This is an optimization exercise on Yosys and OpenROAD, whose aim is small area, a short achievable clock period and few clock cycles, not a production implementation.
At most, simulation tests tie the RTL to the original design; equivalence was not proved.
Power is estimated from default activity; no workload was simulated.

==> v38: inputs <==
// accq_top
module accq_top (
  input  logic        clk_i,
  input  logic        rst_ni,
  input  logic        cmd_valid_i,
  input  logic [9:0]  cmd_i,
  output logic        cmd_ready_o,
  input  logic        psum_valid_i,
  input  logic [31:0] psum_i,
  output logic        psum_ready_o,
  input  logic        norm_valid_i,
  input  logic [12:0] norm_i,
  output logic        norm_ready_o,
  output logic        out_valid_o,
  output logic [63:0] out_o,
  input  logic        out_ready_i,
  output logic        busy_o
);
==> flow/config.mk <==
export PLATFORM = sky130hd
export DESIGN_NAME = accq_top
export DESIGN_NICKNAME = accq_top
export VERILOG_FILES = /design/flow/design.v
export SDC_FILE = /design/flow/constraint.sdc
export NUM_CORES = 4
export LEC_CHECK = 0
export ABC_AREA = 1
export CAP_MARGIN = 20
export CORE_MARGIN = 2
export CORE_UTILIZATION = 60
export SLEW_MARGIN = 20
==> flow/constraint.sdc <==
create_clock -name core_clock -period 10.0 [get_ports {clk_i}]
set_input_delay 2.0000 -clock core_clock [delete_from_list [all_inputs] [get_ports {clk_i}]]
set_output_delay 2.0000 -clock core_clock [all_outputs]
set_load 0.01 [all_outputs]
standard.sh (not shown) runs the stock make flow with config.mk's settings and CLKGATE_MAP_FILE= SYNTH_SCRIPT=/design/flow/synth_recipe.tcl, a recipe that flattens the netlist after the stock synthesis.
==> flow/flow/run.sh <==
#!/bin/bash
# Own flow: the standard layout (standard.sh, standard synthesis unchanged) with
#  - port buffers of buf_2 instead of the default delay buffer,
#  - a clock tree without dummy loads, built from clkbuf_8,
#  - a tighter setup repair target.
# make's own output goes to standard_flow.log; ORFS keeps each step's log under orfs/logs.
set -euo pipefail
bash standard.sh \
  "BUFFER_PORTS_ARGS=-buffer_cell sky130_fd_sc_hd__buf_2" \
  "CTS_ARGS=-sink_clustering_enable -repair_clock_nets -dont_use_dummy_load -buf_list sky130_fd_sc_hd__clkbuf_8 -sink_clustering_size 16 -sink_clustering_max_diameter 60" \
  "SETUP_SLACK_MARGIN=6.6" \
  finish > standard_flow.log 2>&1
==> v4: changes against v38 <==
--- a/flow/design.v
+++ b/flow/design.v
@@ -671,61 +671,76 @@
   logic        add_fire_q;
   logic [31:0] psum_q;
   logic        head_clr_q;
   logic        sa_v, sb_v, sc_v;
   logic        sb_last_so, sc_last_so;
   logic [3:0]  b_one_q, b_two_q, b_neg_q;   
   logic        b_s7_q;
-  logic [4:0]  ka_q, kb_q, kc_q;
+  logic [4:0]  ka_q, kb_q;
+  logic [2:0]  kc_q;
   logic [7:0]  sa_hi_q;
   logic [39:0] ca_q;
-  logic [7:0]  p_hi_q;
   logic [31:0] head, sum;
   logic [39:0] tree_s, tree_c;
   logic [39:0] pb;
-  logic [39:0] pc;
   logic [7:0]  q;
   logic [7:0]  hbyte;
   logic        cap;
   assign head = head_clr_q ? 32'd0 : ring[0];
   accq_add32 u_add32 (.a(head), .b(psum_q), .y(sum));
   accq_nq_tree u_tree (.a(ring[7]), .one(b_one_q), .two(b_two_q), .neg(b_neg_q), .s7(b_s7_q),
                        .sum_o(tree_s), .carry_o(tree_c));
   accq_add40 u_add40 (.a({sa_hi_q, ring[6]}), .b(ca_q), .y(pb));
-  assign pc = {p_hi_q, ring[5]};
-  logic [22:0] x1;
-  logic [14:0] x2;
-  logic [10:0] x3;
-  logic [8:0]  x4;
+  logic [1:0]  cs;
+  logic [15:0] qb;
+  logic [39:0] neb;
+  logic        hi_ok;
+  always_comb begin
+    cs = kb_q[4:3];
+    case (cs)
+      2'd0:    qb = pb[15:0];
+      2'd1:    qb = pb[23:8];
+      2'd2:    qb = pb[31:16];
+      default: qb = pb[39:24];
+    endcase
+    neb   = pb ^ {40{pb[39]}};
+    hi_ok = (cs == 2'd3) ||
+            ((neb[38:32] == 7'd0) && ((cs == 2'd2) ||
+             ((neb[31:24] == 8'd0) && ((cs == 2'd1) || (neb[23:16] == 8'd0)))));
+  end
+  logic [15:0] qc;
+  logic        sgn_c, hi_ok_c;
+  logic [11:0] x3;
+  logic [9:0]  x4;
   logic [7:0]  win;
-  logic [31:0] ne, ge;
+  logic [8:0]  ne, ge;
   logic        ovf;
   always_comb begin
-    x1  = kc_q[4] ? pc[38:16] : pc[22:0];
-    x2  = kc_q[3] ? x1[22:8]  : x1[14:0];
-    x3  = kc_q[2] ? x2[14:4]  : x2[10:0];
-    x4  = kc_q[1] ? x3[10:2]  : x3[8:0];
-    win = kc_q[0] ? x4[8:1]   : x4[7:0];
-    ne  = pc[38:7] ^ {32{pc[39]}};
-    for (int j = 0; j < 32; j++) ge[j] = (5'(j) >= kc_q);
-    ovf = |(ne & ge);
-    q   = ovf ? (pc[39] ? 8'h80 : 8'h7f) : win;
+    qc      = ring[5][15:0];
+    sgn_c   = ring[5][16];
+    hi_ok_c = ring[5][17];
+    x3  = kc_q[2] ? qc[15:4] : qc[11:0];
+    x4  = kc_q[1] ? x3[11:2] : x3[9:0];
+    win = kc_q[0] ? x4[8:1]  : x4[7:0];
+    ne  = qc[15:7] ^ {9{sgn_c}};
+    for (int j = 0; j < 9; j++) ge[j] = (4'(j) >= {1'b0, kc_q});
+    ovf = !hi_ok_c || |(ne & ge);
+    q   = ovf ? (sgn_c ? 8'h80 : 8'h7f) : win;
   end
   assign hbyte = head_clr_q ? 8'd0 : ring[0][7:0];
   always_ff @(posedge clk_i) begin
     for (int m = 0; m < 4; m++) ring[m] <= ring[m+1];
     ring[4] <= sc_v ? {{24{q[7]}}, q} : ring[5];
-    ring[5] <= sb_v ? pb[31:0] : ring[6];
+    ring[5] <= {ring[6][31:18], sb_v ? {hi_ok, pb[39], qb} : ring[6][17:0]};
     ring[6] <= sa_v ? tree_s[31:0] : ring[7];
     ring[7] <= sum;   
     sa_hi_q <= tree_s[39:32];
     ca_q    <= tree_c;
-    p_hi_q  <= pb[39:32];
     kb_q    <= ka_q;
-    kc_q    <= kb_q;
+    kc_q    <= kb_q[2:0];
     psum_q  <= psum_hs ? psum_i : 32'd0;
     ka_q    <= norm_i[4:0];
     if (sc_v || cap) out_sh <= {(sc_v ? q : hbyte), out_sh[63:8]};
   end
   logic        psum_hs, norm_hs, cmd_hs;
   logic [7:0]  rem_n;
   logic [2:0]  ptr_n, nq_idx_n, hp_n;
@@ -756,30 +771,30 @@
   logic       e_rlt9   [4];
   logic [2:0] e_pr     [4];
   logic [2:0] e_nr     [4];
   logic [7:0] rem_dec;
   logic       rz_q, r1_q, rlt8_q, rlt9_q;
   assign rem_dec = rem - 8'd1;
   logic       e_nrdy   [4];
-  if (1) begin : g_eng1
+  for (genvar g = 0; g < 4; g++) begin : g_eng
     accq_eng u_eng (
-      .ph_i(psum_hs), .nh_i(norm_hs),
+      .ph_i(g[1]), .nh_i(g[0]),
       .rem_i(rem), .rem_dec_i(rem_dec), .rz_i(rz_q), .r1_i(r1_q), .rlt8_i(rlt8_q), .rlt9_i(rlt9_q),
       .ptr_i(ptr), .nq_idx_i(nq_idx), .nq_act_i(nq_act),
       .add_after_nq_i(add_after_nq), .nq_since_add_i(nq_since_add),
       .q0_v_i(q0_v), .q0_op_i(q0_op), .q0_len_i(q0_len), .so_busy_i(so_busy),
       .pipe_busy_i(pipe_busy), .out_valid_i(out_valid_q), .hp_i(hp), .pr_i(pr_q), .nr_i(nr_q),
-      .rem_o(e_rem[0]), .rz_o(e_rz[0]), .r1_o(e_r1[0]), .rlt8_o(e_rlt8[0]), .rlt9_o(e_rlt9[0]),
-      .ptr_o(e_ptr[0]), .pr_o(e_pr[0]), .nq_idx_o(e_nq_idx[0]), .nr_o(e_nr[0]), .nq_act_o(e_nq_act[0]),
-      .aan_o(e_aan[0]), .disp_acc_o(e_disp[0]), .psum_rdy_o(e_prdy[0]), .norm_rdy_o(e_nrdy[0])
+      .rem_o(e_rem[g]), .rz_o(e_rz[g]), .r1_o(e_r1[g]), .rlt8_o(e_rlt8[g]), .rlt9_o(e_rlt9[g]),
+      .ptr_o(e_ptr[g]), .pr_o(e_pr[g]), .nq_idx_o(e_nq_idx[g]), .nr_o(e_nr[g]), .nq_act_o(e_nq_act[g]),
+      .aan_o(e_aan[g]), .disp_acc_o(e_disp[g]), .psum_rdy_o(e_prdy[g]), .norm_rdy_o(e_nrdy[g])
     );
   end
   logic [1:0] hsel;
   logic       psum_ready_n, norm_ready_n;
-  assign hsel         = 2'd0;
+  assign hsel         = {psum_hs, norm_hs};
   assign psum_ready_n = e_prdy[hsel];
   assign norm_ready_n = e_nrdy[hsel];
   always_comb begin
     rem_n          = e_rem[hsel];
     ptr_n          = e_ptr[hsel];
     nq_idx_n       = e_nq_idx[hsel];
     nq_act_n       = e_nq_act[hsel];
--- a/flow/flow/run.sh
+++ b/flow/flow/run.sh
@@ -4,9 +4,9 @@
 #  - a clock tree without dummy loads, built from clkbuf_8,
 #  - a tighter setup repair target.
 # make's own output goes to standard_flow.log; ORFS keeps each step's log under orfs/logs.
 set -euo pipefail
 bash standard.sh \
   "BUFFER_PORTS_ARGS=-buffer_cell sky130_fd_sc_hd__buf_2" \
   "CTS_ARGS=-sink_clustering_enable -repair_clock_nets -dont_use_dummy_load -buf_list sky130_fd_sc_hd__clkbuf_8 -sink_clustering_size 16 -sink_clustering_max_diameter 60" \
-  "SETUP_SLACK_MARGIN=6.6" \
+  "SETUP_SLACK_MARGIN=7.1" \
   finish > standard_flow.log 2>&1
==> v23: changes against v38 <==
--- a/flow/design.v
+++ b/flow/design.v
@@ -671,61 +671,76 @@
   logic        add_fire_q;
   logic [31:0] psum_q;
   logic        head_clr_q;
   logic        sa_v, sb_v, sc_v;
   logic        sb_last_so, sc_last_so;
   logic [3:0]  b_one_q, b_two_q, b_neg_q;   
   logic        b_s7_q;
-  logic [4:0]  ka_q, kb_q, kc_q;
+  logic [4:0]  ka_q, kb_q;
+  logic [2:0]  kc_q;
   logic [7:0]  sa_hi_q;
   logic [39:0] ca_q;
-  logic [7:0]  p_hi_q;
   logic [31:0] head, sum;
   logic [39:0] tree_s, tree_c;
   logic [39:0] pb;
-  logic [39:0] pc;
   logic [7:0]  q;
   logic [7:0]  hbyte;
   logic        cap;
   assign head = head_clr_q ? 32'd0 : ring[0];
   accq_add32 u_add32 (.a(head), .b(psum_q), .y(sum));
   accq_nq_tree u_tree (.a(ring[7]), .one(b_one_q), .two(b_two_q), .neg(b_neg_q), .s7(b_s7_q),
                        .sum_o(tree_s), .carry_o(tree_c));
   accq_add40 u_add40 (.a({sa_hi_q, ring[6]}), .b(ca_q), .y(pb));
-  assign pc = {p_hi_q, ring[5]};
-  logic [22:0] x1;
-  logic [14:0] x2;
-  logic [10:0] x3;
-  logic [8:0]  x4;
+  logic [1:0]  cs;
+  logic [15:0] qb;
+  logic [39:0] neb;
+  logic        hi_ok;
+  always_comb begin
+    cs = kb_q[4:3];
+    case (cs)
+      2'd0:    qb = pb[15:0];
+      2'd1:    qb = pb[23:8];
+      2'd2:    qb = pb[31:16];
+      default: qb = pb[39:24];
+    endcase
+    neb   = pb ^ {40{pb[39]}};
+    hi_ok = (cs == 2'd3) ||
+            ((neb[38:32] == 7'd0) && ((cs == 2'd2) ||
+             ((neb[31:24] == 8'd0) && ((cs == 2'd1) || (neb[23:16] == 8'd0)))));
+  end
+  logic [15:0] qc;
+  logic        sgn_c, hi_ok_c;
+  logic [11:0] x3;
+  logic [9:0]  x4;
   logic [7:0]  win;
-  logic [31:0] ne, ge;
+  logic [8:0]  ne, ge;
   logic        ovf;
   always_comb begin
-    x1  = kc_q[4] ? pc[38:16] : pc[22:0];
-    x2  = kc_q[3] ? x1[22:8]  : x1[14:0];
-    x3  = kc_q[2] ? x2[14:4]  : x2[10:0];
-    x4  = kc_q[1] ? x3[10:2]  : x3[8:0];
-    win = kc_q[0] ? x4[8:1]   : x4[7:0];
-    ne  = pc[38:7] ^ {32{pc[39]}};
-    for (int j = 0; j < 32; j++) ge[j] = (5'(j) >= kc_q);
-    ovf = |(ne & ge);
-    q   = ovf ? (pc[39] ? 8'h80 : 8'h7f) : win;
+    qc      = ring[5][15:0];
+    sgn_c   = ring[5][16];
+    hi_ok_c = ring[5][17];
+    x3  = kc_q[2] ? qc[15:4] : qc[11:0];
+    x4  = kc_q[1] ? x3[11:2] : x3[9:0];
+    win = kc_q[0] ? x4[8:1]  : x4[7:0];
+    ne  = qc[15:7] ^ {9{sgn_c}};
+    for (int j = 0; j < 9; j++) ge[j] = (4'(j) >= {1'b0, kc_q});
+    ovf = !hi_ok_c || |(ne & ge);
+    q   = ovf ? (sgn_c ? 8'h80 : 8'h7f) : win;
   end
   assign hbyte = head_clr_q ? 8'd0 : ring[0][7:0];
   always_ff @(posedge clk_i) begin
     for (int m = 0; m < 4; m++) ring[m] <= ring[m+1];
     ring[4] <= sc_v ? {{24{q[7]}}, q} : ring[5];
-    ring[5] <= sb_v ? pb[31:0] : ring[6];
+    ring[5] <= {ring[6][31:18], sb_v ? {hi_ok, pb[39], qb} : ring[6][17:0]};
     ring[6] <= sa_v ? tree_s[31:0] : ring[7];
     ring[7] <= sum;   
     sa_hi_q <= tree_s[39:32];
     ca_q    <= tree_c;
-    p_hi_q  <= pb[39:32];
     kb_q    <= ka_q;
-    kc_q    <= kb_q;
+    kc_q    <= kb_q[2:0];
     psum_q  <= psum_hs ? psum_i : 32'd0;
     ka_q    <= norm_i[4:0];
     if (sc_v || cap) out_sh <= {(sc_v ? q : hbyte), out_sh[63:8]};
   end
   logic        psum_hs, norm_hs, cmd_hs;
   logic [7:0]  rem_n;
   logic [2:0]  ptr_n, nq_idx_n, hp_n;
@@ -756,30 +771,30 @@
   logic       e_rlt9   [4];
   logic [2:0] e_pr     [4];
   logic [2:0] e_nr     [4];
   logic [7:0] rem_dec;
   logic       rz_q, r1_q, rlt8_q, rlt9_q;
   assign rem_dec = rem - 8'd1;
   logic       e_nrdy   [4];
-  if (1) begin : g_eng1
+  for (genvar g = 0; g < 4; g++) begin : g_eng
     accq_eng u_eng (
-      .ph_i(psum_hs), .nh_i(norm_hs),
+      .ph_i(g[1]), .nh_i(g[0]),
       .rem_i(rem), .rem_dec_i(rem_dec), .rz_i(rz_q), .r1_i(r1_q), .rlt8_i(rlt8_q), .rlt9_i(rlt9_q),
       .ptr_i(ptr), .nq_idx_i(nq_idx), .nq_act_i(nq_act),
       .add_after_nq_i(add_after_nq), .nq_since_add_i(nq_since_add),
       .q0_v_i(q0_v), .q0_op_i(q0_op), .q0_len_i(q0_len), .so_busy_i(so_busy),
       .pipe_busy_i(pipe_busy), .out_valid_i(out_valid_q), .hp_i(hp), .pr_i(pr_q), .nr_i(nr_q),
-      .rem_o(e_rem[0]), .rz_o(e_rz[0]), .r1_o(e_r1[0]), .rlt8_o(e_rlt8[0]), .rlt9_o(e_rlt9[0]),
-      .ptr_o(e_ptr[0]), .pr_o(e_pr[0]), .nq_idx_o(e_nq_idx[0]), .nr_o(e_nr[0]), .nq_act_o(e_nq_act[0]),
-      .aan_o(e_aan[0]), .disp_acc_o(e_disp[0]), .psum_rdy_o(e_prdy[0]), .norm_rdy_o(e_nrdy[0])
+      .rem_o(e_rem[g]), .rz_o(e_rz[g]), .r1_o(e_r1[g]), .rlt8_o(e_rlt8[g]), .rlt9_o(e_rlt9[g]),
+      .ptr_o(e_ptr[g]), .pr_o(e_pr[g]), .nq_idx_o(e_nq_idx[g]), .nr_o(e_nr[g]), .nq_act_o(e_nq_act[g]),
+      .aan_o(e_aan[g]), .disp_acc_o(e_disp[g]), .psum_rdy_o(e_prdy[g]), .norm_rdy_o(e_nrdy[g])
     );
   end
   logic [1:0] hsel;
   logic       psum_ready_n, norm_ready_n;
-  assign hsel         = 2'd0;
+  assign hsel         = {psum_hs, norm_hs};
   assign psum_ready_n = e_prdy[hsel];
   assign norm_ready_n = e_nrdy[hsel];
   always_comb begin
     rem_n          = e_rem[hsel];
     ptr_n          = e_ptr[hsel];
     nq_idx_n       = e_nq_idx[hsel];
     nq_act_n       = e_nq_act[hsel];
--- a/flow/flow/run.sh
+++ b/flow/flow/run.sh
@@ -4,9 +4,9 @@
 #  - a clock tree without dummy loads, built from clkbuf_8,
 #  - a tighter setup repair target.
 # make's own output goes to standard_flow.log; ORFS keeps each step's log under orfs/logs.
 set -euo pipefail
 bash standard.sh \
   "BUFFER_PORTS_ARGS=-buffer_cell sky130_fd_sc_hd__buf_2" \
   "CTS_ARGS=-sink_clustering_enable -repair_clock_nets -dont_use_dummy_load -buf_list sky130_fd_sc_hd__clkbuf_8 -sink_clustering_size 16 -sink_clustering_max_diameter 60" \
-  "SETUP_SLACK_MARGIN=6.6" \
+  "SETUP_SLACK_MARGIN=6.85" \
   finish > standard_flow.log 2>&1
==> comparison table <==
Inverters: v23 435; v38 408; v4 438
IR Drop Worst-Case VDD: v23 219.8 µV; v38 133.8 µV; v4 237.4 µV
Length of routed met3 wiring: v23 4978 µm; v38 5066 µm; v4 6064 µm
Via count of the routed design: v23 17,970; v38 17,050; v4 18,860
Overall routing resource usage: v23 0.2957; v38 0.2860; v4 0.3050
Via density: v23 5.461; v38 5.407; v4 5.626
Result of the run: v23 timing/DRC/antenna clean; v38 timing/DRC/antenna clean; v4 timing/DRC/antenna clean
Top cell class by occupied area: v23 multi-input combinational cells; v38 flip-flops and latches; v4 multi-input combinational cells
Pre-CTS setup slack: v23 5.837 ns; v38 4.934 ns; v4 5.858 ns
Worst slew margin relative to its limit: v23 0.3302; v38 0.2553; v4 0.2893
Multi-input combinational area share: v23 0.4238; v38 0.4178; v4 0.4368
Net count reported at finish: v23 3,076; v38 2,929; v4 3,138
Met2 Resource Use GR: v23 0.4583; v38 0.4212; v4 0.4793
Critical-path top delay cell: v23 sky130_fd_sc_hd__edfxtp_1; v38 sky130_fd_sc_hd__ha_1; v4 sky130_fd_sc_hd__edfxtp_1
Worst skew pair latency: v23 0.63 ns; v38 0.65 ns; v4 0.67 ns
Testbench counts of v4, summed over its fixed seeds: cycles 13,168.
Testbench counts of v23, summed over its fixed seeds: cycles 13,168.
Function not checked in v38: the RTL went through the layout flow alone.

## re-timing with driven ports
The flow's constraints put no driver on any port. The routed layouts listed below were extracted and timed again, unchanged, in two steps. Step 1: set_driving_cell puts a clkbuf_16 on clk_i and a buf_2 on each other input, an assumption about the parent block. Step 2 times the ports against the registers' clock, not the clock port: input delays grow and output delays shrink by t, the midpoint of the rising clock arrivals with the driver on. Three values: no drivers, after step 1, after step 2; two values: the first two.
run | t (ns) | slack for setup (ns) | worst setup path after step 2 | worst register clock-pin slew, ns | worst data-port slew with drivers (ns)
v38 | 0.670 | 6.484 / 6.471 / 5.801 | input to register | 0.11 / 0.11 | 0.06
v4 | 0.682 | 6.732 / 6.677 / 6.531 | input to register | 0.10 / 0.10 | 0.04
v23 | 0.655 | 6.792 / 6.740 / 6.408 | input to register | 0.10 / 0.10 | 0.05
After both steps setup and hold are still met in every run listed. For v38, which loses most, drivers alone change the setup slack by -0.013 ns; drivers and shift together by -0.683 ns.
